From an optimization exercise on the open Yosys and OpenROAD flow, aimed at a short achievable clock period and few clock cycles; shortcuts taken in it are not production practice. RTL that was checked went through simulation tests only; none was proved equivalent to the original. The RTL of run 2 was laid out without a check of its function. Power is estimated from default activity; no workload was simulated.

--- design/flow/design.v ---
module yrow_delta_integrator #(
  parameter int DATA_W     = 24,
  parameter int ENTRIES    = 5,
  parameter int ADDR_W     = 16
) (
  input  logic                     clk,
  input  logic                     rst_n,
  input  logic                     chng_valid,
  output logic                     chng_ready,
  input  logic [ADDR_W-1:0]        chng_row,
  input  logic [ADDR_W-1:0]        chng_col,
  input  logic [DATA_W-1:0]        chng_real,
  input  logic [DATA_W-1:0]        chng_img,
  input  logic                     filt_EN,
  output logic                     op_rd_req,
  output logic [ADDR_W-1:0]        op_y_row,
  input  logic [ENTRIES*2*DATA_W-1:0] ymem_data,
  input  logic                     yMemDataReady,
  output logic                     op_wr_en,
  output logic [ENTRIES*2*DATA_W-1:0] op_wr_data,
  output logic [2*DATA_W-1:0]      op_yVal1,
  output logic [2*DATA_W-1:0]      op_yVal2,
  output logic                     op_EX_EN,
  input  logic                     exModDone,
  output logic                     op_Done,
  output logic                     op_colErr
);
  localparam int ENT_W = 2 * DATA_W;
  localparam int ROW_W = ENTRIES * ENT_W;
  logic               held_q, chng_ready_q, op_rd_req_q, op_ex_en_q, ex_wait_q;
  logic               op_done_q, op_col_err_q;
  logic [ADDR_W-1:0]  op_y_row_q;
  logic [ENTRIES-1:0] cur_sel_q;
  logic [DATA_W-1:0]  cur_re_q, cur_im_q;
  logic [ENTRIES-1:0] in_sel_s;
  logic               in_good_s, take_s, push_s, free_s, start_s, held_d, rd_d;
  always_comb begin
    for (int k = 0; k < ENTRIES; k++) in_sel_s[k] = (chng_col == ADDR_W'(k));
  end
  assign in_good_s = |in_sel_s;
  assign take_s    = chng_valid & chng_ready_q;
  assign push_s    = take_s & in_good_s;
  assign free_s    = ~(op_rd_req_q | op_ex_en_q | ex_wait_q) | (ex_wait_q & exModDone);
  assign start_s   = free_s & filt_EN & (held_q | push_s);
  assign held_d    = (held_q | push_s) & ~start_s;
  assign rd_d      = start_s | (op_rd_req_q & ~yMemDataReady);
  always_ff @(posedge clk or negedge rst_n) begin
    if (!rst_n) begin
      held_q       <= 1'b0;
      chng_ready_q <= 1'b0;
      op_rd_req_q  <= 1'b0;
      op_ex_en_q   <= 1'b0;
      ex_wait_q    <= 1'b0;
      op_done_q    <= 1'b0;
      op_col_err_q <= 1'b0;
    end else begin
      held_q       <= held_d;
      chng_ready_q <= ~held_d & ~rd_d;
      op_rd_req_q  <= rd_d;
      op_ex_en_q   <= op_rd_req_q & yMemDataReady;
      ex_wait_q    <= op_ex_en_q | (ex_wait_q & ~exModDone);
      op_done_q    <= ~held_q & ~op_rd_req_q & ~op_ex_en_q & ~(ex_wait_q & ~exModDone);
      op_col_err_q <= op_col_err_q | (take_s & ~in_good_s);
    end
  end
  logic load_q;
  always_ff @(posedge clk) begin
    load_q <= ~held_d & ~rd_d;
    if (load_q) begin
      op_y_row_q <= chng_row;
      cur_sel_q  <= in_sel_s;
      cur_re_q   <= chng_real;
      cur_im_q   <= chng_img;
    end
  end
  logic [ROW_W-1:0] upd_s, new_row_s;
  logic [ENT_W-1:0] old_ent_s, new_ent_s;
  logic [ROW_W-1:0] op_wr_data_q;
  logic [ENT_W-1:0] op_yval1_q, op_yval2_q;
  logic [ENTRIES-1:0] cur_nsel_s;
  logic [ROW_W-1:0]   upd_n_s;
  for (genvar k = 0; k < ENTRIES; k++) begin : g_ent
    yrow_inv u_nsel (.a(cur_sel_q[k]), .y(cur_nsel_s[k]));
    yrow_sat_add #(.W(DATA_W)) u_re (
      .a(ymem_data[k*ENT_W + DATA_W +: DATA_W]), .b(cur_re_q),
      .y(upd_s[k*ENT_W + DATA_W +: DATA_W]), .y_n(upd_n_s[k*ENT_W + DATA_W +: DATA_W]));
    yrow_sat_add #(.W(DATA_W)) u_im (
      .a(ymem_data[k*ENT_W +: DATA_W]), .b(cur_im_q),
      .y(upd_s[k*ENT_W +: DATA_W]), .y_n(upd_n_s[k*ENT_W +: DATA_W]));
    for (genvar i = 0; i < ENT_W; i++) begin : g_bit
      logic keep_n;
      yrow_nand2 u_keep (.a(cur_nsel_s[k]), .b(ymem_data[k*ENT_W + i]), .y(keep_n));
      yrow_oai21 u_wr   (.a1(cur_nsel_s[k]), .a2(upd_n_s[k*ENT_W + i]), .b1(keep_n),
                         .y(new_row_s[k*ENT_W + i]));
    end
  end
  logic [ENT_W-1:0] old_ent_n_s;
  for (genvar i = 0; i < ENT_W; i++) begin : g_sel
    logic [ENTRIES-1:0] m_n;
    logic               p_lo, p_hi;
    for (genvar k = 0; k < ENTRIES; k++) begin : g_k
      yrow_nand2 u_m (.a(cur_sel_q[k]), .b(ymem_data[k*ENT_W + i]), .y(m_n[k]));
    end
    if (ENTRIES == 5) begin : g_5
      yrow_nand3 u_lo (.a(m_n[0]), .b(m_n[1]), .c(m_n[2]), .y(p_lo));
      yrow_nand2 u_hi (.a(m_n[3]), .b(m_n[4]), .y(p_hi));
    end else begin : g_g
      assign p_lo = ~&m_n;
      assign p_hi = 1'b0;
    end
    yrow_nor2 u_old_n (.a(p_lo), .b(p_hi), .y(old_ent_n_s[i]));
    yrow_inv  u_old   (.a(old_ent_n_s[i]), .y(old_ent_s[i]));
  end
  yrow_sat_add #(.W(DATA_W), .AINV(1)) u_new_re (
    .a(old_ent_n_s[DATA_W +: DATA_W]), .b(cur_re_q), .y(new_ent_s[DATA_W +: DATA_W]), .y_n());
  yrow_sat_add #(.W(DATA_W), .AINV(1)) u_new_im (
    .a(old_ent_n_s[0 +: DATA_W]), .b(cur_im_q), .y(new_ent_s[0 +: DATA_W]), .y_n());
  always_ff @(posedge clk) begin
    op_wr_data_q <= new_row_s;
    op_yval1_q   <= old_ent_s;
    op_yval2_q   <= new_ent_s;
  end
  assign chng_ready = chng_ready_q;
  assign op_rd_req  = op_rd_req_q;
  assign op_y_row   = op_y_row_q;
  assign op_wr_en   = op_ex_en_q;
  assign op_wr_data = op_wr_data_q;
  assign op_yVal1   = op_yval1_q;
  assign op_yVal2   = op_yval2_q;
  assign op_EX_EN   = op_ex_en_q;
  assign op_Done    = op_done_q;
  assign op_colErr  = op_col_err_q;
endmodule
module yrow_sat_add #(
  parameter int W    = 24,
  parameter int NC   = 4,
  parameter int AINV = 0
) (
  input  logic [W-1:0] a,
  input  logic [W-1:0] b,
  output logic [W-1:0] y,
  output logic [W-1:0] y_n
);
  localparam int LV = $clog2(W - 1);
  localparam bit CPOS = ((LV + AINV) % 2) == 1;
  logic [W-1:0] gp [LV+1];
  logic [W-1:0] tp [LV+1];
  logic [W-1:0] x, c, s;
  logic         top_hi, top_lo_n, top_hi_n, top_lo, a_top;
  if (AINV == 0) begin : g_l0p
    for (genvar i = 0; i < W; i++) begin : g_l0
      yrow_nand2 u_g (.a(a[i]), .b(b[i]), .y(gp[0][i]));
      yrow_nor2  u_t (.a(a[i]), .b(b[i]), .y(tp[0][i]));
      yrow_xor2  u_x (.a(a[i]), .b(b[i]), .y(x[i]));
    end
    assign a_top = a[W-1];
  end else begin : g_l0n
    for (genvar i = 0; i < W; i++) begin : g_l0
      logic b_n;
      yrow_inv   u_b (.a(b[i]), .y(b_n));
      yrow_nor2  u_g (.a(a[i]), .b(b_n), .y(gp[0][i]));
      yrow_nand2 u_t (.a(a[i]), .b(b_n), .y(tp[0][i]));
      yrow_xor2  u_x (.a(a[i]), .b(b_n), .y(x[i]));
    end
    yrow_inv u_at (.a(a[W-1]), .y(a_top));
  end
  for (genvar l = 1; l <= LV; l++) begin : g_lv
    localparam int D = 1 << (l - 1);
    for (genvar i = 0; i < W; i++) begin : g_b
      if (i < D) begin : g_pass
        yrow_inv u_g (.a(gp[l-1][i]), .y(gp[l][i]));
        assign tp[l][i] = 1'b0;
      end else if (((l + AINV) % 2) == 1) begin : g_odd
        yrow_oai21 u_g (.a1(tp[l-1][i]), .a2(gp[l-1][i-D]), .b1(gp[l-1][i]), .y(gp[l][i]));
        if (i >= 2 * D) begin : g_t
          yrow_nor2 u_t (.a(tp[l-1][i]), .b(tp[l-1][i-D]), .y(tp[l][i]));
        end else begin : g_nt
          assign tp[l][i] = 1'b0;
        end
      end else begin : g_even
        yrow_aoi21 u_g (.a1(tp[l-1][i]), .a2(gp[l-1][i-D]), .b1(gp[l-1][i]), .y(gp[l][i]));
        if (i >= 2 * D) begin : g_t
          yrow_nand2 u_t (.a(tp[l-1][i]), .b(tp[l-1][i-D]), .y(tp[l][i]));
        end else begin : g_nt
          assign tp[l][i] = 1'b1;
        end
      end
    end
  end
  assign c[0] = CPOS ? 1'b0 : 1'b1;
  for (genvar i = 1; i < W; i++) begin : g_c
    assign c[i] = gp[LV][i-1];
  end
  assign s[0] = x[0];
  for (genvar i = 1; i < W; i++) begin : g_s
    if (CPOS) begin : g_p
      yrow_xor2  u_s (.a(x[i]), .b(c[i]), .y(s[i]));
    end else begin : g_n
      yrow_xnor2 u_s (.a(x[i]), .b(c[i]), .y(s[i]));
    end
  end
  localparam int DL = 1 << (LV - 1);
  logic [NC-1:0] cs;
  for (genvar j = 0; j < NC; j++) begin : g_cs
    if (CPOS) begin : g_odd
      yrow_oai21 u_g (.a1(tp[LV-1][W-2]), .a2(gp[LV-1][W-2-DL]), .b1(gp[LV-1][W-2]), .y(cs[j]));
    end else begin : g_even
      yrow_aoi21 u_g (.a1(tp[LV-1][W-2]), .a2(gp[LV-1][W-2-DL]), .b1(gp[LV-1][W-2]), .y(cs[j]));
    end
  end
  yrow_nor2  u_hi  (.a(a_top), .b(b[W-1]), .y(top_hi));
  yrow_nand2 u_lo  (.a(a_top), .b(b[W-1]), .y(top_lo_n));
  yrow_inv   u_hip (.a(top_hi), .y(top_hi_n));
  yrow_inv   u_lop (.a(top_lo_n), .y(top_lo));
  for (genvar i = 0; i < W - 1; i++) begin : g_y
    logic c1_n, c0_n, c1, c0;
    yrow_nor2  u_c1  (.a(s[i]), .b(top_hi), .y(c1_n));
    yrow_nand2 u_c0  (.a(s[i]), .b(top_lo_n), .y(c0_n));
    yrow_inv   u_c1p (.a(c1_n), .y(c1));
    yrow_inv   u_c0p (.a(c0_n), .y(c0));
    if (CPOS) begin : g_p
      yrow_mux2i u_y   (.s(cs[i * NC / (W - 1)]), .a1(c1_n), .a0(c0_n), .y(y[i]));
      yrow_mux2i u_yn  (.s(cs[i * NC / (W - 1)]), .a1(c1), .a0(c0), .y(y_n[i]));
    end else begin : g_n
      yrow_mux2i u_y   (.s(cs[i * NC / (W - 1)]), .a1(c0_n), .a0(c1_n), .y(y[i]));
      yrow_mux2i u_yn  (.s(cs[i * NC / (W - 1)]), .a1(c0), .a0(c1), .y(y_n[i]));
    end
  end
  if (CPOS) begin : g_sp
    yrow_mux2i u_sign   (.s(cs[NC-1]), .a1(top_lo_n), .a0(top_hi), .y(y[W-1]));
    yrow_mux2i u_sign_n (.s(cs[NC-1]), .a1(top_lo), .a0(top_hi_n), .y(y_n[W-1]));
  end else begin : g_sn
    yrow_mux2i u_sign   (.s(cs[NC-1]), .a1(top_hi), .a0(top_lo_n), .y(y[W-1]));
    yrow_mux2i u_sign_n (.s(cs[NC-1]), .a1(top_hi_n), .a0(top_lo), .y(y_n[W-1]));
  end
endmodule
module yrow_inv   (input logic a, output logic y);            assign y = ~a;        endmodule
module yrow_nand2 (input logic a, b, output logic y);         assign y = ~(a & b);  endmodule
module yrow_nor2  (input logic a, b, output logic y);         assign y = ~(a | b);  endmodule
module yrow_and2  (input logic a, b, output logic y);         assign y = a & b;     endmodule
module yrow_xor2  (input logic a, b, output logic y);         assign y = a ^ b;     endmodule
module yrow_xnor2 (input logic a, b, output logic y);         assign y = ~(a ^ b);  endmodule
module yrow_oai21 (input logic a1, a2, b1, output logic y);   assign y = ~((a1 | a2) & b1); endmodule
module yrow_aoi21 (input logic a1, a2, b1, output logic y);   assign y = ~((a1 & a2) | b1); endmodule
module yrow_nand3 (input logic a, b, c, output logic y);      assign y = ~(a & b & c); endmodule
module yrow_aoi22 (input logic a1, a2, b1, b2, output logic y); assign y = ~((a1 & a2) | (b1 & b2)); endmodule
module yrow_mux2i (input logic s, a0, a1, output logic y);    assign y = ~(s ? a1 : a0); endmodule
module yrow_sel #(parameter int N = 5) (input logic [N-1:0] s, v, output logic y);
  if (N == 5) begin : g_5
    logic p01_n, p23_n, p4_n;
    yrow_aoi22 u_p01 (.a1(s[0]), .a2(v[0]), .b1(s[1]), .b2(v[1]), .y(p01_n));
    yrow_aoi22 u_p23 (.a1(s[2]), .a2(v[2]), .b1(s[3]), .b2(v[3]), .y(p23_n));
    yrow_nand2 u_p4  (.a(s[4]), .b(v[4]), .y(p4_n));
    yrow_nand3 u_y   (.a(p01_n), .b(p23_n), .c(p4_n), .y(y));
  end else begin : g_n
    assign y = |(s & v);
  end
endmodule
--- design/flow/run.sh ---
#!/bin/bash
# synth_recipe.tcl (not shown) runs the flow's synth.tcl, then flattens the netlist and writes it again
# the make line also repeats each setting of config.mk as NAME=value (left out here)
make -C /OpenROAD-flow-scripts/flow DESIGN_CONFIG=/design/flow/config.mk WORK_HOME=/design/flow/orfs CLKGATE_MAP_FILE= SYNTH_SCRIPT=/design/flow/synth_recipe.tcl finish
--- design/flow/config.mk ---
export PLATFORM = sky130hd
export DESIGN_NAME = yrow_delta_integrator
export DESIGN_NICKNAME = yrow_delta_integrator
export VERILOG_FILES = /design/flow/design.v
export SDC_FILE = /design/flow/constraint.sdc
export NUM_CORES = 4
export LEC_CHECK = 0
export CAP_MARGIN = 20
export CORE_MARGIN = 2
export CORE_UTILIZATION = 40
export PLACE_DENSITY = 0.75
export SETUP_SLACK_MARGIN = 4.0
export SLEW_MARGIN = 20
export SYNTH_HIERARCHICAL = 1
export SYNTH_MINIMUM_KEEP_SIZE = 0
--- design/flow/constraint.sdc ---
create_clock -name core_clock -period 6.0 [get_ports {clk}]
set_input_delay 1.2000 -clock core_clock [delete_from_list [all_inputs] [get_ports {clk}]]
set_output_delay 1.2000 -clock core_clock [all_outputs]
set_load 0.01 [all_outputs]
==> summary.md, run 1 <==
| Metric | Value |
|---|---|
| Routed wire per std cell | `23.7 microns` |
| DR iter-0 viols | `5197` |
| Die area | `97400 sq um` |
| Setup-failing EPs final | `0` |
| Period utilization | `44.1%` |
| FP Rows | `113` |
| FF-to-FF End | `op_yval2_q[11]$_DFF_P_` |
| Power per Cell Area | `186 nW/um^2` |
| Worst-Margin Slew | `1040 ps` |
| DR DRC count | `0` |
| Fillers | `7852` |
| Clk slew on worst S/H paths | `60 ps` |
| Syn. warnings | `17` |
| Fin area | `63000 sq um` |
| Routability congestion estimate | `1.05` |
| R2R Path Start | `cur_sel_q[2]$_DFFE_PP_` |
| Vias in the first global route | `44000` |
| Worst Setup Start Kind | `flop` |
| Flop-to-flop setup slack | `3350 ps` |
| Cell Area, Placed | `47300 sq um` |
| H-tree depth | `2` |
| All-Layer GR Usage | `37.4%` |
| Starting Density | `40.1%` |
| Syn avg cell area | `6.33 sq um` |
| Crit end category | `flop` |
| Kind of critical path | `flop to flop` |
| Largest net degree at the start of global routing | `97` |
| Status | `complete, no violations` |
| Hold Vio Cnt, Final | `0` |
| Worst-path fanout max | `12` |
| Peak supply drop | `0.249 mV` |
| Initial antenna violation count | `15` |
| Final net count | `7547` |
| Worst skew pair latency | `670 ps` |
| Proportion of layout cells with a drive suffix above 1 | `47.7%` |
| Post-placement cell count | `8004` |
| Worst Hold Path EP | `op_done_q$_DFF_PN0_` |
| Max Freq | `0.378 GHz` |
| Core ar. | `94600 sq um` |
| DP Wirelength | `143000 microns` |
| Setup TNS | `0 ps` |
| Cts bufs inserted | `52` |
| Synthesized area | `38000 sq um` |
| Clk_skew | `27.7 ps` |
| CTS max path bufs | `3` |
| Overflow after GRT | `0` |
| Most frequent cells in the layout | `nand2_1, inv_1, xor2_1` |
| RSZ-0062 raised after global routing | `true` |
| Hold path depth | `1` |
| Req. time, crit path | `6570 ps` |
| Vias per cell | `5.51` |
| Max cap viols | `0` |
| Final WL | `202000 microns` |
| FF-to-FF path depth | `12` |
| Critical Path AT | `3220 ps` |
| Horiz. Die Dim | `312 microns` |
| First-pass GRT wire length | `275000 microns` |
| Vias | `47000` |
| Tmin final | `2650 ps` |
| Mapped Nets | `6320` |
| Worst Min Path Start | `held_q$_DFF_PN0_` |
| DR pass1 iterations | `7` |
| Top Ports | `684` |
| Max-slew headroom | `30.7%` |
| ANT nets after route | `0` |
| Commonest non-fill, non-tap cell in the layout | `nand2_1` |
| Leakage | `30.6 nW` |
| Layout area overhead | `66.0%` |
| Hold crit path type | `flop to flop` |
| Mapped Cells | `5994` |
| TritonCTS Sinks | `413` |
| CTS tree | `yes` |
| Die height | `312 microns` |
| Count of pins over their slew limit | `0` |
| Buffers on Ports | `683` |
| Non-Filler Instances | `8534` |
| Clk Tree Root Cell | `clkbuf_16` |
[routing by layer]
layer | track usage [%] | part of all wire [%] | up-vias
met4 | 19.8 | 7.2 | 10
met2 | 57.8 | 43 | 2645
li1 | - | - | 21500
met5 | 0 | 0.027 | -
met1 | 47.9 | 39 | 22100
met3 | 9.36 | 11 | 782
[registers in the layout, summed over array words and instances, names as in the netlist, 5 cells and up]
name	count
op_wr_data_q	240
op_yval1_q	48
op_yval2_q	48
cur_im_q	24
cur_re_q	24
op_y_row_q	16
cur_sel_q	5
[critical path, cell delays in order, from the launching register on]
cell and delay, ps:
edfxtp_1 450, buf_12 180, buf_12 170, nand2_1 90, nand3_2 130, nor2_4 280
nand2_4 110, a21oi_4 170, o21ai_2 100, a21oi_2 220, inv_4 110, a21oi_4 310
mux2i_1 230
[through the flow]
step                      hold slack [ps]  worst slack [ps]  total power, mW  utilization, %
final                                 442              3350             11.7            66.6
after global routing                  467              3290             12.2            66.6
after CTS                             445              3430             11.2            61.3
after detailed placement              437              1750             6.96            50.0
after global placement                438              1740             6.91            50.0
after floorplan                       409              3290             5.58               -
[worst max-delay path by stage]
stage,slack [ps],startpoint,endpoint
after global placement,1740,ymem_data[73],op_yval2_q[42]$_DFF_P_
after floorplan,3290,cur_sel_q[0]$_DFFE_PP_,op_wr_data_q[0]$_DFF_P_
final,3350,cur_sel_q[2]$_DFFE_PP_,op_yval2_q[11]$_DFF_P_
after detailed placement,1750,ymem_data[73],op_yval2_q[45]$_DFF_P_
after global routing,3290,cur_sel_q[0]$_DFFE_PP_,op_yval2_q[45]$_DFF_P_
after CTS,3430,cur_sel_q[1]$_DFFE_PP_,op_yval2_q[34]$_DFF_P_
[layout make-up]
| type | count | area [sq um] | share of cell area, % |
|---|---|---|---|
| Tap cell | 1265 | 1580 | 2.51 |
| Inverter | 955 | 3650 | 5.79 |
| Sequential cell | 413 | 9370 | 14.9 |
| Clock inverter | 26 | 329 | 0.522 |
| Timing Repair Buffer | 1172 | 12000 | 19.1 |
| Multi-Input combinational cell | 4627 | 34600 | 54.9 |
| Clock buffer | 65 | 1460 | 2.32 |
| Antenna cell | 11 | 27.5 | 0.0437 |
[power breakdown]
| group | leakage, nW | internal (mW) | total (mW) | switching (mW) |
|---|---|---|---|---|
| clock network | 0.861 | 1.99 | 3.38 | 1.39 |
| registers | 3.68 | 2.95 | 3.04 | 0.0859 |
| logic | 26.0 | 2.12 | 5.32 | 3.20 |
| total | 30.6 | 7.06 | 11.7 | 4.67 |
[what timing repair did]
item,CTS,global route
buffers inserted,265,143
gates resized for setup,5146,784
endpoints found under the setup margin,685,650
pin swaps,685,513
cloned,6,14
hold buffers,0,0
Testbench counts, summed over its fixed seeds: cycles 18,617.
==> run 2, diff against run 1 <==
--- a/design/flow/design.v
+++ b/design/flow/design.v
@@ -30,7 +30,7 @@
   logic               held_q, chng_ready_q, op_rd_req_q, op_ex_en_q, ex_wait_q;
   logic               op_done_q, op_col_err_q;
   logic [ADDR_W-1:0]  op_y_row_q;
-  logic [ENTRIES-1:0] cur_sel_q;
+  logic [ENTRIES-1:0] cur_sel_q, cur_nsel_q;
   logic [DATA_W-1:0]  cur_re_q, cur_im_q;
   logic [ENTRIES-1:0] in_sel_s;
   logic               in_good_s, take_s, push_s, free_s, start_s, held_d, rd_d;
@@ -69,6 +69,7 @@
     if (load_q) begin
       op_y_row_q <= chng_row;
       cur_sel_q  <= in_sel_s;
+      cur_nsel_q <= ~in_sel_s;
       cur_re_q   <= chng_real;
       cur_im_q   <= chng_img;
     end
@@ -77,10 +78,8 @@
   logic [ENT_W-1:0] old_ent_s, new_ent_s;
   logic [ROW_W-1:0] op_wr_data_q;
   logic [ENT_W-1:0] op_yval1_q, op_yval2_q;
-  logic [ENTRIES-1:0] cur_nsel_s;
   logic [ROW_W-1:0]   upd_n_s;
   for (genvar k = 0; k < ENTRIES; k++) begin : g_ent
-    yrow_inv u_nsel (.a(cur_sel_q[k]), .y(cur_nsel_s[k]));
     yrow_sat_add #(.W(DATA_W)) u_re (
       .a(ymem_data[k*ENT_W + DATA_W +: DATA_W]), .b(cur_re_q),
       .y(upd_s[k*ENT_W + DATA_W +: DATA_W]), .y_n(upd_n_s[k*ENT_W + DATA_W +: DATA_W]));
@@ -89,8 +88,8 @@
       .y(upd_s[k*ENT_W +: DATA_W]), .y_n(upd_n_s[k*ENT_W +: DATA_W]));
     for (genvar i = 0; i < ENT_W; i++) begin : g_bit
       logic keep_n;
-      yrow_nand2 u_keep (.a(cur_nsel_s[k]), .b(ymem_data[k*ENT_W + i]), .y(keep_n));
-      yrow_oai21 u_wr   (.a1(cur_nsel_s[k]), .a2(upd_n_s[k*ENT_W + i]), .b1(keep_n),
+      yrow_nand2 u_keep (.a(cur_nsel_q[k]), .b(ymem_data[k*ENT_W + i]), .y(keep_n));
+      yrow_oai21 u_wr   (.a1(cur_nsel_q[k]), .a2(upd_n_s[k*ENT_W + i]), .b1(keep_n),
                          .y(new_row_s[k*ENT_W + i]));
     end
   end
==> summary.md, run 2 <==
| Metric | Value |
|---|---|
| Status | `complete, no violations (unchanged)` |
| Vias in the first global route | `44100 (was 44000)` |
| Hold path depth | `1 (unchanged)` |
| Top Ports | `684 (unchanged)` |
| DP Wirelength | `147000 microns (was 143000 microns)` |
| FP Rows | `113 (unchanged)` |
| Hold crit path type | `flop to flop (unchanged)` |
| Req. time, crit path | `6560 ps (was 6570 ps)` |
| Buffers on Ports | `683 (unchanged)` |
| DR top layer | `met5 (unchanged)` |
| Die area | `97900 sq um (was 97400 sq um)` |
| RSZ-0062 raised after global routing | `true (unchanged)` |
| Final WL | `199000 microns (was 202000 microns)` |
| Synthesized area | `38200 sq um (was 38000 sq um)` |
| Int Power | `6.95 mW (was 7.06 mW)` |
| Fillers | `7991 (was 7852)` |
| Sequential cell fraction of total power | `26.4% (was 25.9%)` |
| Period utilization | `44.4% (was 44.1%)` |
| Power per Cell Area | `186 nW/um^2 (about the same)` |
| Setup-failing EPs final | `0 (unchanged)` |
| Leakage | `30.3 nW (was 30.6 nW)` |
| Max reg flops | `240 (unchanged)` |
| All-Layer GR Usage | `37.9% (was 37.4%)` |
| Clk_skew | `28.6 ps (was 27.7 ps)` |
| Tmin final | `2660 ps (was 2650 ps)` |
| CTS tree | `yes (unchanged)` |
| Worst-Margin Slew | `1070 ps (was 1040 ps)` |
| Proportion of layout cells with a drive suffix above 1 | `47.0% (was 47.7%)` |
| M1 WL | `77800 microns (was 78400 microns)` |
| Syn. warnings | `17 (unchanged)` |
| Fin area | `62600 sq um (was 63000 sq um)` |
| Cell Area, Placed | `49600 sq um (was 47300 sq um)` |
| Max cap viols | `0 (unchanged)` |
| Largest Register | `op_wr_data_q (unchanged)` |
| Switching Share | `40.4% (was 39.8%)` |
| Layout area overhead | `63.9% (was 66.0%)` |
| Seq. cell area | `9520 sq um (was 9370 sq um)` |
| Worst-path fanout max | `12 (unchanged)` |
| Logic pwr share | `46.2% (was 45.3%)` |
| Die height | `313 microns (was 312 microns)` |
| DR DRC count | `0 (unchanged)` |
| Switching power | `4.71 mW (was 4.67 mW)` |
| Core ar. | `94700 sq um (was 94600 sq um)` |
| Worst Min Path Start | `held_q$_DFF_PN0_ (unchanged)` |
| Final net count | `7526 (was 7547)` |
| Clk slew on worst S/H paths | `60 ps (about the same)` |
| Cts bufs inserted | `51 (was 52)` |
| H-tree depth | `2 (unchanged)` |
| Largest net degree at the start of global routing | `97 (unchanged)` |
| Hold Vio Cnt, Final | `0 (unchanged)` |
| Routability congestion estimate | `1.04 (was 1.05)` |
| Commonest non-fill, non-tap cell in the layout | `nand2_1 (unchanged)` |
| TritonCTS Sinks | `418 (was 413)` |
| Initial antenna violation count | `15 (unchanged)` |
| Syn avg cell area | `6.36 sq um (was 6.33 sq um)` |
| First-pass GRT wire length | `279000 microns (was 275000 microns)` |
| Worst Setup Start Kind | `flop (unchanged)` |
| Flop-to-flop setup slack | `3340 ps (was 3350 ps)` |
| CTS max path bufs | `3 (unchanged)` |
| Count of pins over their slew limit | `0 (unchanged)` |
| Most frequent cells in the layout | `nand2_1, inv_1, xor2_1 (unchanged)` |
| Clk Tree Root Cell | `clkbuf_16 (unchanged)` |
| WL met2 | `88300 microns (was 86700 microns)` |
| Vias | `46500 (was 47000)` |
| Max Freq | `0.376 GHz (was 0.378 GHz)` |
| Max-slew headroom | `28.7% (was 30.7%)` |
| Routed wire per std cell | `23.4 microns (was 23.7 microns)` |
| FF-to-FF path depth | `12 (unchanged)` |
| Starting Density | `40.3% (was 40.1%)` |
| Mapped Nets | `6329 (was 6320)` |
| Metal3 WL | `19500 microns (was 22600 microns)` |
| DR pass1 iterations | `9 (was 7)` |
| Horiz. Die Dim | `313 microns (was 312 microns)` |
| FF-to-FF End | `op_yval2_q[22]$_DFF_P_ (was op_yval2_q[11]$_DFF_P_)` |
| Setup TNS | `0 ps (unchanged)` |
| Worst Hold Path EP | `op_done_q$_DFF_PN0_ (unchanged)` |
| Worst skew pair latency | `670 ps (about the same)` |
| Crit end category | `flop (unchanged)` |
| Area of the multi-input gates | `34700 sq um (was 34600 sq um)` |
| Critical Path AT | `3230 ps (was 3220 ps)` |
| Peak supply drop | `0.223 mV (was 0.249 mV)` |
| ANT nets after route | `0 (unchanged)` |
| Vias per cell | `5.46 (was 5.51)` |
| Overflow after GRT | `0 (unchanged)` |
| R2R Path Start | `cur_sel_q[1]$_DFFE_PP_ (was cur_sel_q[2]$_DFFE_PP_)` |
| Mapped Cells | `6003 (was 5994)` |
| Clock power frac | `27.4% (was 28.8%)` |
| DR iter-0 viols | `4345 (was 5197)` |
| Top flop regs | `op_wr_data_q: 240 flops, op_yval1_q: 48 flops, op_yval2_q: 48 flops (unchanged)` |
| Kind of critical path | `flop to flop (unchanged)` |
## run 2: changes by cell type in the layout (fill, tap and decap cells not counted), moves of 10 or more
cell / change
buf_12: -17
buf_2: +12
buf_4: -16
clkbuf_16: -11
clkdlybuf4s50_1: -10
dfxtp_2: +12
mux2i_1: -23
mux2i_4: +23
nand2_2: -16
nand3_1: +12
nor2_1: +20
nor2_2: -21
o21ai_1: +29
o21ai_2: -37
## run 2: what timing repair did
| item | CTS | global route |
|---|---|---|
| endpoints found under the setup margin | 709 | 648 |
| setup buffers | 306 | 79 |
| hold buffers | 0 | 0 |
| resized for setup | 4681 | 605 |
| cloned | 4 | 4 |
| pin swaps | 629 | 325 |
| endpoints found under the hold margin | 0 | 0 |
## run 2: power groups by stage
stage / Combinational, mW / Sequential, mW / Clock (mW)
3_5_place_dp: 4.06 / 3.14 / 0
5_1_grt: 5.74 / 3.08 / 3.34
2_1_floorplan: 2.58 / 3.21 / 0
3_3_place_gp: 4.02 / 3.14 / 0
6_report: 5.39 / 3.08 / 3.19
4_1_cts: 4.91 / 3.06 / 3.23
## run 2: cell type report
type | count | area share [%]
multi-input combinational | 4633 | 55.5
antenna | 11 | 0.0440
sequential | 418 | 15.2
clock buffer | 69 | 2.35
tap | 1265 | 2.53
clock inverter | 22 | 0.332
timing repair buffer | 1145 | 18.3
inverter | 951 | 5.81
## run 2: stage by stage
stage / setup slack, ps / instances / power, mW / hold WS (ps) / utilization [%]
3_5_place_dp: 1810 / 8017 / 7.21 / 443 / 52.4
2_1_floorplan: 3320 / 6003 / 5.79 / 409 / -
5_1_grt: 3220 / 8510 / 12.2 / 487 / 66.0
4_1_cts: 3440 / 8418 / 11.2 / 464 / 62.4
3_3_place_gp: 1840 / 8016 / 7.16 / 433 / 52.4
6_report: 3340 / 8514 / 11.7 / 463 / 66.0
## run 2: worst max-delay path by stage
stage,slack [ps],from,end,cells after the start
2_1_floorplan,3320,cur_sel_q[1]$_DFFE_PP_,op_yval2_q[47]$_DFF_P_,10
3_3_place_gp,1840,ymem_data[48],op_yval2_q[4]$_DFF_P_,13
3_5_place_dp,1810,ymem_data[48],op_yval2_q[4]$_DFF_P_,13
4_1_cts,3440,cur_sel_q[1]$_DFFE_PP_,op_yval2_q[12]$_DFF_P_,11
5_1_grt,3220,cur_sel_q[1]$_DFFE_PP_,op_yval2_q[22]$_DFF_P_,13
6_report,3340,cur_sel_q[1]$_DFFE_PP_,op_yval2_q[22]$_DFF_P_,12
## run 2: layer usage
metal  GRT usage (%)  up-vias
met4            21.4       10
met2            59.5     2453
met5               0        -
li1                -    21500
met3            8.01      702
met1            48.2    21800
## run 2: worst max-delay path: stages, from the launching register on
cell      delay [ps]
edfxtp_1         440
buf_4            170
buf_12           170
nand2_2          140
nand3_1          120
nor2_4           190
nand2_1          150
a21oi_2          200
o21ai_1          110
a21oi_2          170
o21ai_4          140
a21oi_4          270
mux2i_1          250
==> run 3, diff against run 2 <==
--- a/design/flow/design.v
+++ b/design/flow/design.v
@@ -30,7 +30,7 @@
   logic               held_q, chng_ready_q, op_rd_req_q, op_ex_en_q, ex_wait_q;
   logic               op_done_q, op_col_err_q;
   logic [ADDR_W-1:0]  op_y_row_q;
-  logic [ENTRIES-1:0] cur_sel_q, cur_nsel_q;
+  logic [ENTRIES-1:0] cur_sel_q, cur_nsel_q, cur_sel_im_q;
   logic [DATA_W-1:0]  cur_re_q, cur_im_q;
   logic [ENTRIES-1:0] in_sel_s;
   logic               in_good_s, take_s, push_s, free_s, start_s, held_d, rd_d;
@@ -63,6 +63,9 @@
       op_col_err_q <= op_col_err_q | (take_s & ~in_good_s);
     end
   end
+  always_ff @(posedge clk) begin
+    if (chng_ready_q) cur_sel_im_q <= in_sel_s;
+  end
   logic load_q;
   always_ff @(posedge clk) begin
     load_q <= ~held_d & ~rd_d;
@@ -98,7 +101,8 @@
     logic [ENTRIES-1:0] m_n;
     logic               p_lo, p_hi;
     for (genvar k = 0; k < ENTRIES; k++) begin : g_k
-      yrow_nand2 u_m (.a(cur_sel_q[k]), .b(ymem_data[k*ENT_W + i]), .y(m_n[k]));
+      yrow_nand2 u_m (.a(i < DATA_W ? cur_sel_im_q[k] : cur_sel_q[k]), .b(ymem_data[k*ENT_W + i]),
+                      .y(m_n[k]));
     end
     if (ENTRIES == 5) begin : g_5
       yrow_nand3 u_lo (.a(m_n[0]), .b(m_n[1]), .c(m_n[2]), .y(p_lo));
--- a/design/flow/config.mk
+++ b/design/flow/config.mk
@@ -9,7 +9,7 @@
 export CORE_MARGIN = 2
 export CORE_UTILIZATION = 40
 export PLACE_DENSITY = 0.75
-export SETUP_SLACK_MARGIN = 4.0
+export SETUP_SLACK_MARGIN = 4.5
 export SLEW_MARGIN = 20
 export SYNTH_HIERARCHICAL = 1
 export SYNTH_MINIMUM_KEEP_SIZE = 0
==> summary.md, run 3 <==
| Metric | Value |
|---|---|
| Status | `complete, no violations (unchanged)` |
| FP Rows | `113 (unchanged)` |
| Period utilization | `43.5% (was 44.4%)` |
| Starting Density | `40.3% (about the same)` |
| Max reg flops | `240 (unchanged)` |
| Crit end category | `flop (unchanged)` |
| Vias | `47000 (was 46500)` |
| Worst-Margin Slew | `1090 ps (was 1070 ps)` |
| Largest net degree at the start of global routing | `97 (unchanged)` |
| RSZ-0062 raised after global routing | `true (unchanged)` |
| Clock power frac | `28.3% (was 27.4%)` |
| Int Power | `6.98 mW (was 6.95 mW)` |
| Req. time, crit path | `6600 ps (was 6560 ps)` |
| Core ar. | `95000 sq um (was 94700 sq um)` |
| Final net count | `7546 (was 7526)` |
| First-pass GRT wire length | `282000 microns (was 279000 microns)` |
| Power per Cell Area | `183 nW/um^2 (was 186 nW/um^2)` |
| Max-slew headroom | `27.6% (was 28.7%)` |
| Tmin final | `2610 ps (was 2660 ps)` |
| Peak supply drop | `0.244 mV (was 0.223 mV)` |
| Die area | `98300 sq um (was 97900 sq um)` |
| Mapped Nets | `6334 (was 6329)` |
| Syn avg cell area | `6.38 sq um (was 6.36 sq um)` |
| Sequential cell fraction of total power | `26.7% (was 26.4%)` |
| CTS max path bufs | `3 (unchanged)` |
| Hold crit path type | `flop to flop (unchanged)` |
| CTS tree | `yes (unchanged)` |
| All-Layer GR Usage | `38.1% (was 37.9%)` |
| Setup TNS | `0 ps (unchanged)` |
| Top flop regs | `op_wr_data_q: 240 flops, op_yval1_q: 48 flops, op_yval2_q: 48 flops (unchanged)` |
| Layout area overhead | `67.1% (was 63.9%)` |
| H-tree depth | `2 (unchanged)` |
| Clk slew on worst S/H paths | `70 ps (was 60 ps)` |
| Initial antenna violation count | `8 (was 15)` |
| ANT nets after route | `0 (unchanged)` |
| Horiz. Die Dim | `314 microns (was 313 microns)` |
| Final WL | `200000 microns (was 199000 microns)` |
| Count of pins over their slew limit | `0 (unchanged)` |
| TritonCTS Sinks | `423 (was 418)` |
| Worst skew pair latency | `690 ps (was 670 ps)` |
| DP Wirelength | `146000 microns (was 147000 microns)` |
| Metal3 WL | `18300 microns (was 19500 microns)` |
| Largest Register | `op_wr_data_q (unchanged)` |
| Switching Share | `40.4% (about the same)` |
| Cell Area, Placed | `50700 sq um (was 49600 sq um)` |
| Cts bufs inserted | `51 (unchanged)` |
| Hold Vio Cnt, Final | `0 (unchanged)` |
| Routability congestion estimate | `1.07 (was 1.04)` |
| Worst-path fanout max | `6 (was 12)` |
| Routed wire per std cell | `23.5 microns (was 23.4 microns)` |
| DR pass1 iterations | `6 (was 9)` |
| Top Ports | `684 (unchanged)` |
| DR iter-0 viols | `4589 (was 4345)` |
| Logic pwr share | `45.0% (was 46.2%)` |
| Setup-failing EPs final | `0 (unchanged)` |
| Max Freq | `0.383 GHz (was 0.376 GHz)` |
| Fin area | `64000 sq um (was 62600 sq um)` |
| DR DRC count | `0 (unchanged)` |
| Clk Tree Root Cell | `clkbuf_16 (unchanged)` |
| Overflow after GRT | `0 (unchanged)` |
| Worst Setup Start Kind | `input port (was flop)` |
| Critical Path AT | `3210 ps (was 3230 ps)` |
| Vias per cell | `5.50 (was 5.46)` |
| Leakage | `31.2 nW (was 30.3 nW)` |
| Mapped Cells | `6008 (was 6003)` |
| Commonest non-fill, non-tap cell in the layout | `nand2_1 (unchanged)` |
| Syn. warnings | `17 (unchanged)` |
| DR top layer | `met5 (unchanged)` |
| Die height | `314 microns (was 313 microns)` |
| Clk_skew | `45.2 ps (was 28.6 ps)` |
| Proportion of layout cells with a drive suffix above 1 | `49.8% (was 47.0%)` |
| Synthesized area | `38300 sq um (was 38200 sq um)` |
| Switching power | `4.72 mW (was 4.71 mW)` |
| Most frequent cells in the layout | `nand2_1, inv_1, xor2_1, buf_6, nor2_1 (was nand2_1, inv_1, xor2_1)` |
| Max cap viols | `0 (unchanged)` |
| Buffers on Ports | `683 (unchanged)` |
| Kind of critical path | `input port to flop (was flop to flop)` |
| WL met2 | `88100 microns (was 88300 microns)` |
| Vias in the first global route | `44600 (was 44100)` |
| M1 WL | `79700 microns (was 77800 microns)` |
[run 3: power groups by stage]
| stage | Clock, mW | Combinational [mW] | Sequential, mW |
|---|---|---|---|
| 2_1_floorplan | 0 | 2.58 | 3.26 |
| 5_1_grt | 3.45 | 5.61 | 3.13 |
| 4_1_cts | 3.34 | 4.83 | 3.12 |
| 3_3_place_gp | 0 | 3.99 | 3.21 |
| 6_report | 3.31 | 5.27 | 3.13 |
| 3_5_place_dp | 0 | 4.04 | 3.22 |
[run 3: metrics by stage]
stage	instances	worst slack, ps	hold WS [ps]	util (%)	total power [mW]
2_1_floorplan	6008	3330	409	-	5.85
3_3_place_gp	8026	1860	446	53.4	7.21
3_5_place_dp	8026	1860	439	53.4	7.25
4_1_cts	8430	3530	457	64.0	11.3
5_1_grt	8533	3340	480	67.4	12.2
6_report	8533	3390	465	67.4	11.7
[run 3: layer usage]
layer | GRT usage [%] | vias to the layer above
met5 | 0 | -
met4 | 22.1 | 4
met3 | 8.06 | 751
met2 | 59.7 | 2400
met1 | 48.5 | 22300
li1 | - | 21500
[run 3: final cells by class]
class                   count  area (sq um)
multi-input cells        4632         35200
fillers                  7872         31000
repair buffers           1161         12100
flip-flops and latches    423          9790
inverters                 951          3610
well taps                1265          1580
clock buffers              65          1470
clock inverters            31           282
diodes                      5          12.5
[run 3: critical path, cell delays in order]
cell	delay, ps
buf_4	160
nand2_4	90
nand3_2	130
nor2_4	280
nand2_4	110
a21oi_4	190
o21ai_2	80
a21oi_2	180
o21ai_4	130
a21oi_4	290
buf_4	180
mux2i_1	190
[run 3: what timing repair did]
item,CTS,global route
endpoints found under the setup margin,762,697
hold buffers,0,0
gates cloned,4,7
setup buffers,304,90
gates resized for setup,4644,516
pin swaps,626,334
hold endpoints to repair,0,0
[run 3: final timing paths]
path | from | to | slack (ps) | cells after the start
min in group asynchronous | rst_n | ex_wait_q$_DFF_PN0_ | 810 | 1
worst min register to register | held_q$_DFF_PN0_ | op_done_q$_DFF_PN0_ | 460 | 1
worst min-delay path | held_q$_DFF_PN0_ | op_done_q$_DFF_PN0_ | 460 | 1
worst max-delay path | ymem_data[108] | op_yval2_q[17]$_DFF_P_ | 3390 | 12
worst max register to register | cur_sel_im_q[2]$_DFFE_PP_ | op_yval2_q[17]$_DFF_P_ | 3420 | 12
max in group asynchronous | rst_n | chng_ready_q$_DFF_PN0_ | 4920 | 1
Testbench counts of run 3, summed over its fixed seeds: cycles 18,617.
==> run 4, diff against run 3 <==
--- a/design/flow/config.mk
+++ b/design/flow/config.mk
@@ -9,7 +9,7 @@
 export CORE_MARGIN = 2
 export CORE_UTILIZATION = 40
 export PLACE_DENSITY = 0.75
-export SETUP_SLACK_MARGIN = 4.5
+export SETUP_SLACK_MARGIN = 4.0
 export SLEW_MARGIN = 20
 export SYNTH_HIERARCHICAL = 1
 export SYNTH_MINIMUM_KEEP_SIZE = 0
==> summary.md, run 4 <==
| Metric | Value |
|---|---|
| Status | `complete, no violations (unchanged)` |
| ANT nets after route | `0 (unchanged)` |
| Core ar. | `95000 sq um (unchanged)` |
| Syn avg cell area | `6.38 sq um (unchanged)` |
| Max Freq | `0.390 GHz (was 0.383 GHz)` |
| TritonCTS Sinks | `423 (unchanged)` |
| DR DRC count | `0 (unchanged)` |
| Syn. warnings | `17 (unchanged)` |
| Largest Register | `op_wr_data_q (unchanged)` |
| Largest net degree at the start of global routing | `97 (unchanged)` |
| Cts bufs inserted | `53 (was 51)` |
| Mapped Cells | `6008 (unchanged)` |
| Req. time, crit path | `6560 ps (was 6600 ps)` |
| Die area | `98300 sq um (unchanged)` |
| Synthesized area | `38300 sq um (unchanged)` |
| Overall Power | `11.8 mW (was 11.7 mW)` |
| Vias | `47200 (was 47000)` |
| Leakage | `30.5 nW (was 31.2 nW)` |
| Worst-path fanout max | `24 (was 6)` |
| Layout area overhead | `63.4% (was 67.1%)` |
| All-Layer GR Usage | `37.9% (was 38.1%)` |
| Mapped Nets | `6334 (unchanged)` |
| Top flop regs | `op_wr_data_q: 240 flops, op_yval1_q: 48 flops, op_yval2_q: 48 flops (unchanged)` |
| DR pass1 iterations | `9 (was 6)` |
| Vias per cell | `5.53 (was 5.50)` |
| Kind of critical path | `input port to flop (unchanged)` |
| Period utilization | `42.7% (was 43.5%)` |
| RSZ-0062 raised after global routing | `true (unchanged)` |
| Clk Tree Root Cell | `clkbuf_16 (unchanged)` |
| Peak supply drop | `0.221 mV (was 0.244 mV)` |
| Setup-failing EPs final | `0 (unchanged)` |
| Starting Density | `40.3% (unchanged)` |
| Flop-to-flop setup slack | `3470 ps (was 3420 ps)` |
| Critical Path AT | `3120 ps (was 3210 ps)` |
| Top Ports | `684 (unchanged)` |
| Worst Setup Start Kind | `input port (unchanged)` |
| Proportion of layout cells with a drive suffix above 1 | `46.8% (was 49.8%)` |
| Max reg flops | `240 (unchanged)` |
| Worst-Margin Slew | `1080 ps (was 1090 ps)` |
| Die height | `314 microns (unchanged)` |
| Hold crit path type | `flop to flop (unchanged)` |
| CTS tree | `yes (unchanged)` |
| H-tree depth | `2 (unchanged)` |
| Final WL | `201000 microns (was 200000 microns)` |
| Buffers on Ports | `683 (unchanged)` |
| Routed wire per std cell | `23.6 microns (was 23.5 microns)` |
| First-pass GRT wire length | `279000 microns (was 282000 microns)` |
| Max-slew headroom | `27.9% (was 27.6%)` |
| DP Wirelength | `145000 microns (was 146000 microns)` |
| Clk_skew | `31.0 ps (was 45.2 ps)` |
| Clk slew on worst S/H paths | `60 ps (was 70 ps)` |
| Vias in the first global route | `44700 (was 44600)` |
| Fillers | `7966 (was 7872)` |
| Hold Vio Cnt, Final | `0 (unchanged)` |
| Final net count | `7537 (was 7546)` |
| Max cap viols | `0 (unchanged)` |
| CTS max path bufs | `3 (unchanged)` |
| Worst skew pair latency | `670 ps (was 690 ps)` |
| Count of pins over their slew limit | `0 (unchanged)` |
| Routability congestion estimate | `1.07 (about the same)` |
| Tmin final | `2560 ps (was 2610 ps)` |
| Power per Cell Area | `188 nW/um^2 (was 183 nW/um^2)` |
| Setup TNS | `0 ps (unchanged)` |
| DR iter-0 viols | `3999 (was 4589)` |
| Commonest non-fill, non-tap cell in the layout | `nand2_1 (unchanged)` |
| Overflow after GRT | `0 (unchanged)` |
| Most frequent cells in the layout | `nand2_1, inv_1, xor2_1 (was nand2_1, inv_1, xor2_1, buf_6, nor2_1)` |
| Cts hold-fix bufs | `0 (unchanged)` |
| Initial antenna violation count | `12 (was 8)` |
| Crit end category | `flop (unchanged)` |
| FP Rows | `113 (unchanged)` |
| Horiz. Die Dim | `314 microns (unchanged)` |
-- run 4: stage by stage --
stage / hold slack (ps) / cell area [sq um] / cells / worst slack, ps / utilization [%]
5_1_grt: 453 / 62600 / 8523 / 3360 / 65.9
3_3_place_gp: 436 / 49800 / 8023 / 2040 / 52.4
2_1_floorplan: 409 / 40800 / 6008 / 3330 / -
6_report: 431 / 62600 / 8526 / 3440 / 65.9
3_5_place_dp: 428 / 49800 / 8023 / 2060 / 52.4
4_1_cts: 436 / 58100 / 8407 / 3550 / 61.2
-- run 4: what timing repair did --
| item | in CTS | in global routing |
|---|---|---|
| pin swaps | 477 | 437 |
| gates resized for setup | 4468 | 825 |
| setup buffers | 281 | 105 |
| cloned | 6 | 5 |
| endpoints found under the setup margin | 665 | 648 |
| hold endpoints to repair | 0 | 0 |
-- run 4: layout make-up --
cell class,instances,area (sq um),area share (%)
Multi-Input combinational cell,4632,34500,55.0
Timing Repair Buffer,1150,11500,18.3
Sequential cell,423,9710,15.5
Inverter,951,3620,5.78
Tap cell,1265,1580,2.53
Clock buffer,70,1470,2.35
Clock inverter,27,308,0.491
Antenna cell,8,20.0,0.0320
-- run 4: per-layer routing --
layer  wire length [microns]  up-vias  GRT usage, %
li1                        -    21500             -
met1                   75700    22200          46.2
met2                   89900     2695          61.0
met3                   20500      805          8.23
met4                   15200        6          23.2
met5                      34        -             0
-- run 4: critical path, cell delays in order --
cell,delay [ps]
clkdlybuf4s50_1,550
nand2_1,120
nand3_1,240
nor2_1,220
inv_1,110
nor2_1,130
buf_6,230
nor2_1,90
mux2i_2,210
-- run 4: power by group --
part	leakage [nW]	internal (mW)	switching, mW
combinational	25.9	2.08	3.17
sequential	3.78	3.03	0.0899
clock	0.869	1.95	1.46
-- run 4: worst paths after layout --
kind / from / endpoint / depth (start not counted)
min reg2reg: held_q$_DFF_PN0_ / op_done_q$_DFF_PN0_ / 1
max in group asynchronous: rst_n / chng_ready_q$_DFF_PN0_ / 1
max reg2reg: cur_im_q[10]$_DFFE_PP_ / op_wr_data_q[21]$_DFF_P_ / 14
min: held_q$_DFF_PN0_ / op_done_q$_DFF_PN0_ / 1
max: ymem_data[23] / op_yval2_q[7]$_DFF_P_ / 9
min in group asynchronous: rst_n / ex_wait_q$_DFF_PN0_ / 1
==> run 5, diff against run 4 <==
--- a/design/flow/config.mk
+++ b/design/flow/config.mk
@@ -7,7 +7,7 @@
 export LEC_CHECK = 0
 export CAP_MARGIN = 20
 export CORE_MARGIN = 2
-export CORE_UTILIZATION = 40
+export CORE_UTILIZATION = 50
 export PLACE_DENSITY = 0.75
 export SETUP_SLACK_MARGIN = 4.0
 export SLEW_MARGIN = 20
==> summary.md, run 5 <==
| Metric | Value |
|---|---|
| Status | `complete, no violations (unchanged)` |
| Hold Vio Cnt, Final | `0 (unchanged)` |
| Kind of critical path | `flop to flop (was input port to flop)` |
| CP Launch Point | `cur_sel_q[0]$_DFFE_PP_ (was ymem_data[23])` |
| Post-placement cell count | `7783 (was 8023)` |
| Hold crit path type | `flop to flop (unchanged)` |
| DR pass1 iterations | `14 (was 9)` |
| Final net count | `7595 (was 7537)` |
| Fin area | `65300 sq um (was 62600 sq um)` |
| Largest Register | `op_wr_data_q (unchanged)` |
| Layout area overhead | `70.3% (was 63.4%)` |
| TritonCTS Sinks | `423 (unchanged)` |
| Syn. warnings | `17 (unchanged)` |
| Cell Area, Placed | `49400 sq um (was 49800 sq um)` |
| Starting Density | `50.5% (was 40.3%)` |
| Worst skew pair latency | `650 ps (was 670 ps)` |
| Flop-to-flop setup slack | `3180 ps (was 3470 ps)` |
| Setup TNS | `0 ps (unchanged)` |
| Top flop regs | `op_wr_data_q: 240 flops, op_yval1_q: 48 flops, op_yval2_q: 48 flops (unchanged)` |
| Horiz. Die Dim | `281 microns (was 314 microns)` |
| R2R Path Start | `cur_sel_q[0]$_DFFE_PP_ (was cur_im_q[10]$_DFFE_PP_)` |
| All-Layer GR Usage | `46.4% (was 37.9%)` |
| Switching power | `4.96 mW (was 4.73 mW)` |
| FP Rows | `101 (was 113)` |
| Final WL | `219000 microns (was 201000 microns)` |
| Routed wire per std cell | `26.2 microns (was 23.6 microns)` |
| Int Power | `7.12 mW (was 7.06 mW)` |
| DP Wirelength | `135000 microns (was 145000 microns)` |
| Vias per cell | `6.15 (was 5.53)` |
| Critical Path End | `op_yval2_q[29]$_DFF_P_ (was op_yval2_q[7]$_DFF_P_)` |
| Mapped Cells | `6008 (unchanged)` |
| Power per Cell Area | `185 nW/um^2 (was 188 nW/um^2)` |
| Worst-path fanout max | `6 (was 24)` |
| Critical Path AT | `3320 ps (was 3120 ps)` |
| Overall Power | `12.1 mW (was 11.8 mW)` |
| Vias | `51300 (was 47200)` |
| Non-Filler Instances | `8349 (was 8526)` |
| Minimum hold slack | `471 ps (was 431 ps)` |
| RSZ-0062 raised after global routing | `true (unchanged)` |
| Syn avg cell area | `6.38 sq um (unchanged)` |
| Tmin final | `2820 ps (was 2560 ps)` |
| Mapped Nets | `6334 (unchanged)` |
| Logic pwr share | `47.2% (was 44.6%)` |
| DR DRC count | `0 (unchanged)` |
| Die height | `281 microns (was 314 microns)` |
| Worst Setup Start Kind | `flop (was input port)` |
| Max reg flops | `240 (unchanged)` |
| Proportion of layout cells with a drive suffix above 1 | `49.9% (was 46.8%)` |
| Overflow after GRT | `0 (unchanged)` |
| H-tree depth | `2 (unchanged)` |
| Routability congestion estimate | `1.10 (was 1.07)` |
| Peak supply drop | `0.231 mV (was 0.221 mV)` |
| Setup-failing EPs final | `0 (unchanged)` |
| Cts bufs inserted | `49 (was 53)` |
| Crit end category | `flop (unchanged)` |
| Synthesized area | `38300 sq um (unchanged)` |
| Period utilization | `47.0% (was 42.7%)` |
| Clock power frac | `27.0% (was 29.0%)` |
| Clk_skew | `43.7 ps (was 31.0 ps)` |
| FF-to-FF End | `op_yval2_q[29]$_DFF_P_ (was op_wr_data_q[21]$_DFF_P_)` |
| Most frequent cells in the layout | `nand2_1, inv_1, xor2_1 (unchanged)` |
| Clk slew on worst S/H paths | `70 ps (was 60 ps)` |
| Max cap viols | `0 (unchanged)` |
| CTS max path bufs | `3 (unchanged)` |
| Die area | `78900 sq um (was 98300 sq um)` |
| Buffers on Ports | `683 (unchanged)` |
| FF-to-FF path depth | `13 (was 14)` |
| Clk Tree Root Cell | `clkbuf_16 (unchanged)` |
| Core ar. | `75900 sq um (was 95000 sq um)` |
| CTS tree | `yes (unchanged)` |
| Cts hold-fix bufs | `0 (unchanged)` |
| Leakage | `31.7 nW (was 30.5 nW)` |
| First-pass GRT wire length | `277000 microns (was 279000 microns)` |
| Worst-Margin Slew | `1170 ps (was 1080 ps)` |
| Max-slew headroom | `22.1% (was 27.9%)` |
| Vias in the first global route | `46200 (was 44700)` |
| Switching Share | `41.1% (was 40.1%)` |
| Largest net degree at the start of global routing | `97 (unchanged)` |
| ANT nets after route | `0 (unchanged)` |
| Max Freq | `0.355 GHz (was 0.390 GHz)` |
| Initial antenna violation count | `13 (was 12)` |
| Commonest non-fill, non-tap cell in the layout | `nand2_1 (unchanged)` |
| Req. time, crit path | `6500 ps (was 6560 ps)` |
| Sequential cell fraction of total power | `25.8% (was 26.5%)` |
| Top Ports | `684 (unchanged)` |
| Count of pins over their slew limit | `0 (unchanged)` |
| DR iter-0 viols | `6474 (was 3999)` |
run 5: how the worst min path moves through the flow:
stage / from / to / cells past startpoint
final: held_q$_DFF_PN0_ / op_done_q$_DFF_PN0_ / 1
after global routing: held_q$_DFF_PN0_ / op_done_q$_DFF_PN0_ / 1
after CTS: held_q$_DFF_PN0_ / op_done_q$_DFF_PN0_ / 1
after detailed placement: held_q$_DFF_PN0_ / op_done_q$_DFF_PN0_ / 1
after global placement: held_q$_DFF_PN0_ / op_done_q$_DFF_PN0_ / 1
after floorplan: held_q$_DFF_PN0_ / op_done_q$_DFF_PN0_ / 1
run 5: power by group through the flow:
stage	sequential, mW	combinational [mW]	clock [mW]
global placement	3.19	3.89	0
CTS	3.10	4.76	3.23
global route	3.12	5.96	3.36
detailed placement	3.19	3.97	0
finish	3.12	5.70	3.26
floorplan	3.25	2.58	0
run 5: routing by layer:
metal  track usage (%)  vias up  part of all wire (%)
li1                  -    21600                     -
met5                 0        -                 0.032
met1              54.7    23800                    33
met3              12.8     1682                    14
met2              72.4     4253                    42
met4              34.0        8                    10
run 5: metrics by stage:
step                      util, %  worst slack [ps]
final                        86.0              3180
after global routing         85.9              3130
after CTS                    79.1              3510
after detailed placement     65.1              2070
after global placement       65.1              2100
after floorplan                 -              3330
run 5: worst max-delay path, stage by stage (launching register included):
cell and delay [ps]:
edfxtp_1 390, buf_6 180, buf_12 170, nand2_4 110, nand3_4 110, nor2_4 200
buf_4 150, buf_4 90, buf_4 90, buf_4 100, xor2_1 560, xnor2_1 240
nor2_1 180, mux2i_1 110
run 5: layout make-up:
cell class / instances / area, sq um
repair buffers: 1212 / 12700
well taps: 1030 / 1290
fillers: 4117 / 10700
flip-flops and latches: 423 / 9700
multi-input cells: 4632 / 36200
clock inverters: 27 / 330
clock buffers: 60 / 1350
diodes: 14 / 35.0
inverters: 951 / 3640
run 5: repair_timing:
item / CTS / global route
pin swaps: 655 / 522
endpoints found under the setup margin: 680 / 658
gates resized for setup: 4938 / 912
buffers inserted: 323 / 129
cloned: 6 / 7
==> run 6, diff against run 5 <==
--- a/design/flow/config.mk
+++ b/design/flow/config.mk
@@ -7,7 +7,7 @@
 export LEC_CHECK = 0
 export CAP_MARGIN = 20
 export CORE_MARGIN = 2
-export CORE_UTILIZATION = 50
+export CORE_UTILIZATION = 45
 export PLACE_DENSITY = 0.75
 export SETUP_SLACK_MARGIN = 4.0
 export SLEW_MARGIN = 20
==> summary.md, run 6 <==
| Metric | Value |
|---|---|
| Initial antenna violation count | `11 (was 13)` |
| Routability congestion estimate | `1.08 (was 1.10)` |
| Worst-path fanout max | `11 (was 6)` |
| TritonCTS Sinks | `423 (unchanged)` |
| Setup-failing EPs final | `0 (unchanged)` |
| H-tree depth | `2 (unchanged)` |
| Vias per cell | `5.59 (was 6.15)` |
| DR pass1 iterations | `6 (was 14)` |
| Worst-Margin Slew | `1100 ps (was 1170 ps)` |
| Int Power | `7.00 mW (was 7.12 mW)` |
| Post-placement cell count | `7894 (was 7783)` |
| First-pass GRT wire length | `276000 microns (was 277000 microns)` |
| Routed wire per std cell | `23.3 microns (was 26.2 microns)` |
| Logic pwr share | `45.2% (was 47.2%)` |
| Synthesized area | `38300 sq um (unchanged)` |
| RSZ-0062 raised after global routing | `true (unchanged)` |
| Horiz. Die Dim | `296 microns (was 281 microns)` |
| Largest Register | `op_wr_data_q (unchanged)` |
| Switching Share | `40.1% (was 41.1%)` |
| Worst skew pair latency | `670 ps (was 650 ps)` |
| DR DRC count | `0 (unchanged)` |
| Proportion of layout cells with a drive suffix above 1 | `47.5% (was 49.9%)` |
| Hold Vio Cnt, Final | `0 (unchanged)` |
| Cts hold-fix bufs | `0 (unchanged)` |
| Die height | `296 microns (was 281 microns)` |
| Commonest non-fill, non-tap cell in the layout | `nand2_1 (unchanged)` |
| Max-slew headroom | `26.7% (was 22.1%)` |
| Req. time, crit path | `6550 ps (was 6500 ps)` |
| Crit end category | `flop (unchanged)` |
| Vias | `47100 (was 51300)` |
| Starting Density | `45.2% (was 50.5%)` |
| Non-Filler Instances | `8420 (was 8349)` |
| Top flop regs | `op_wr_data_q: 240 flops, op_yval1_q: 48 flops, op_yval2_q: 48 flops (unchanged)` |
| Sequential cell fraction of total power | `26.6% (was 25.8%)` |
| Layout area overhead | `63.6% (was 70.3%)` |
| Max reg flops | `240 (unchanged)` |
| Top Ports | `684 (unchanged)` |
| Period utilization | `42.0% (was 47.0%)` |
| FP Rows | `107 (was 101)` |
| Power per Cell Area | `186 nW/um^2 (was 185 nW/um^2)` |
| Status | `complete, no violations (unchanged)` |
| DP Wirelength | `142000 microns (was 135000 microns)` |
| Setup TNS | `0 ps (unchanged)` |
| Syn. warnings | `17 (unchanged)` |
| All-Layer GR Usage | `42.1% (was 46.4%)` |
| Final WL | `196000 microns (was 219000 microns)` |
| Critical Path AT | `3070 ps (was 3320 ps)` |
| Mapped Nets | `6334 (unchanged)` |
| ANT nets after route | `0 (unchanged)` |
| DR iter-0 viols | `3959 (was 6474)` |
| Cell Area, Placed | `49600 sq um (was 49400 sq um)` |
| Overall Power | `11.7 mW (was 12.1 mW)` |
| Largest net degree at the start of global routing | `97 (unchanged)` |
| Vias in the first global route | `44700 (was 46200)` |
| Clock power frac | `28.2% (was 27.0%)` |
| Die area | `87500 sq um (was 78900 sq um)` |
| Final net count | `7552 (was 7595)` |
| Clk slew on worst S/H paths | `60 ps (was 70 ps)` |
| Syn avg cell area | `6.38 sq um (unchanged)` |
| Fin area | `62700 sq um (was 65300 sq um)` |
| Mapped Cells | `6008 (unchanged)` |
| Core Util, Final | `74.0% (was 86.0%)` |
| Peak supply drop | `0.228 mV (was 0.231 mV)` |
| Max Freq | `0.396 GHz (was 0.355 GHz)` |
| Most frequent cells in the layout | `nand2_1, inv_1, xor2_1 (unchanged)` |
| Count of pins over their slew limit | `0 (unchanged)` |
| Leakage | `30.5 nW (was 31.7 nW)` |
| Overflow after GRT | `0 (unchanged)` |
| CTS max path bufs | `3 (unchanged)` |
| Kind of critical path | `input port to flop (was flop to flop)` |
| Buffers on Ports | `683 (unchanged)` |
| Clk Tree Root Cell | `clkbuf_16 (unchanged)` |
| Core ar. | `84700 sq um (was 75900 sq um)` |
| Cts bufs inserted | `51 (was 49)` |
| CTS tree | `yes (unchanged)` |
| Tmin final | `2520 ps (was 2820 ps)` |
| Hold crit path type | `flop to flop (unchanged)` |
| Worst Setup Start Kind | `input port (was flop)` |
| Max cap viols | `0 (unchanged)` |
| Switching power | `4.69 mW (was 4.96 mW)` |
| Clk_skew | `19.3 ps (was 43.7 ps)` |
-- run 6: final timing paths --
| check | from | to | slack [ps] | depth (start not counted) |
|---|---|---|---|---|
| worst min-delay path | held_q$_DFF_PN0_ | op_done_q$_DFF_PN0_ | 470 | 1 |
| worst min register to register | held_q$_DFF_PN0_ | op_done_q$_DFF_PN0_ | 470 | 1 |
| max in group asynchronous | rst_n | op_rd_req_q$_DFF_PN0_ | 4950 | 1 |
| min in group asynchronous | rst_n | op_done_q$_DFF_PN0_ | 800 | 1 |
| worst max-delay path | ymem_data[23] | op_yval2_q[11]$_DFF_P_ | 3480 | 9 |
| worst max register to register | cur_re_q[6]$_DFFE_PP_ | op_wr_data_q[135]$_DFF_P_ | 3500 | 13 |
-- run 6: power by group through the flow --
stage / Sequential (mW) / Combinational [mW] / Clock [mW]
global placement: 3.18 / 3.97 / 0
CTS: 3.10 / 4.73 / 3.33
detailed placement: 3.19 / 4.02 / 0
floorplan: 3.25 / 2.58 / 0
global route: 3.11 / 5.63 / 3.42
finish: 3.11 / 5.28 / 3.30
-- run 6: routing by layer --
metal  wire (microns)  up-vias  global-route usage, %
met5               14        -                      0
met3            19200      815                   9.44
met2            87800     2561                   67.1
met4            15100        2                   26.9
li1                 -    21500                      -
met1            74200    22200                   51.2
-- run 6: layout make-up --
type / instances / area (sq um)
antenna: 8 / 20.0
clock buffer: 66 / 1440
clock inverter: 29 / 289
fill: 6615 / 22000
inverter: 951 / 3630
multi-input combinational: 4632 / 34900
sequential: 423 / 9630
tap: 1144 / 1430
timing repair buffer: 1167 / 11400
-- run 6: stage by stage --
stage	worst slack, ps	hold slack, ps
4_1_cts	3530	467
6_report	3480	468
2_1_floorplan	3330	409
3_5_place_dp	1900	441
3_3_place_gp	1870	431
5_1_grt	3410	487
-- run 6: worst max-delay path, stage by stage --
cell and delay, ps:
clkdlybuf4s50_1 520, nand2_1 180, nand3_2 200, nor2_4 220, inv_1 130, nor2_4 170, buf_6 170, nor2_1 60
mux2i_2 210
-- run 6: repair_timing --
item | in CTS | in global routing
gates cloned | 6 | 0
pin swaps | 586 | 391
setup buffers | 321 | 96
setup endpoints to repair | 669 | 655
gates resized for setup | 4554 | 737

==> port drivers added, routing unchanged <==
The results above use ideal ports. As a check the final layouts listed here were re-extracted and re-timed, cells and wires unchanged.
Step 1 sets driving cells, clkbuf_16 on the clock port and buf_2 on the other inputs (assumed; they add their load-dependent delay and slew).
Step 2 also shifts input and output timing later by t, the mid clock arrival at the registers, as if the neighbouring blocks saw the same clock.
a / b / c = ideal / step 1 / step 2; a / b = the first two.
run | shift t [ns] | slack for setup (ns) | hold slack, ns | worst setup path after step 2 | cell pins on the clock port's net
run 1 | 0.725 | 3.353 / 3.353 / 2.735 | 0.442 / 0.442 / 0.442 | input to register | 1
run 2 | 0.716 | 3.337 / 3.337 / 2.683 | 0.463 / 0.463 / 0.463 | input to register | 1
run 3 | 0.730 | 3.390 / 3.418 / 2.687 | 0.465 / 0.465 / 0.465 | input to register | 1
run 4 | 0.728 | 3.439 / 3.470 / 2.743 | 0.431 / 0.431 / 0.431 | input to register | 1
run 5 | 0.700 | 3.180 / 3.180 / 2.541 | 0.471 / 0.471 / 0.471 | input to register | 1
run 6 | 0.734 | 3.477 / 3.500 / 2.780 | 0.468 / 0.468 / 0.468 | input to register | 1
After both steps every run listed still meets setup and hold. For run 3, which loses most, drivers alone change the setup slack by +0.028 ns; drivers and shift together by -0.703 ns.
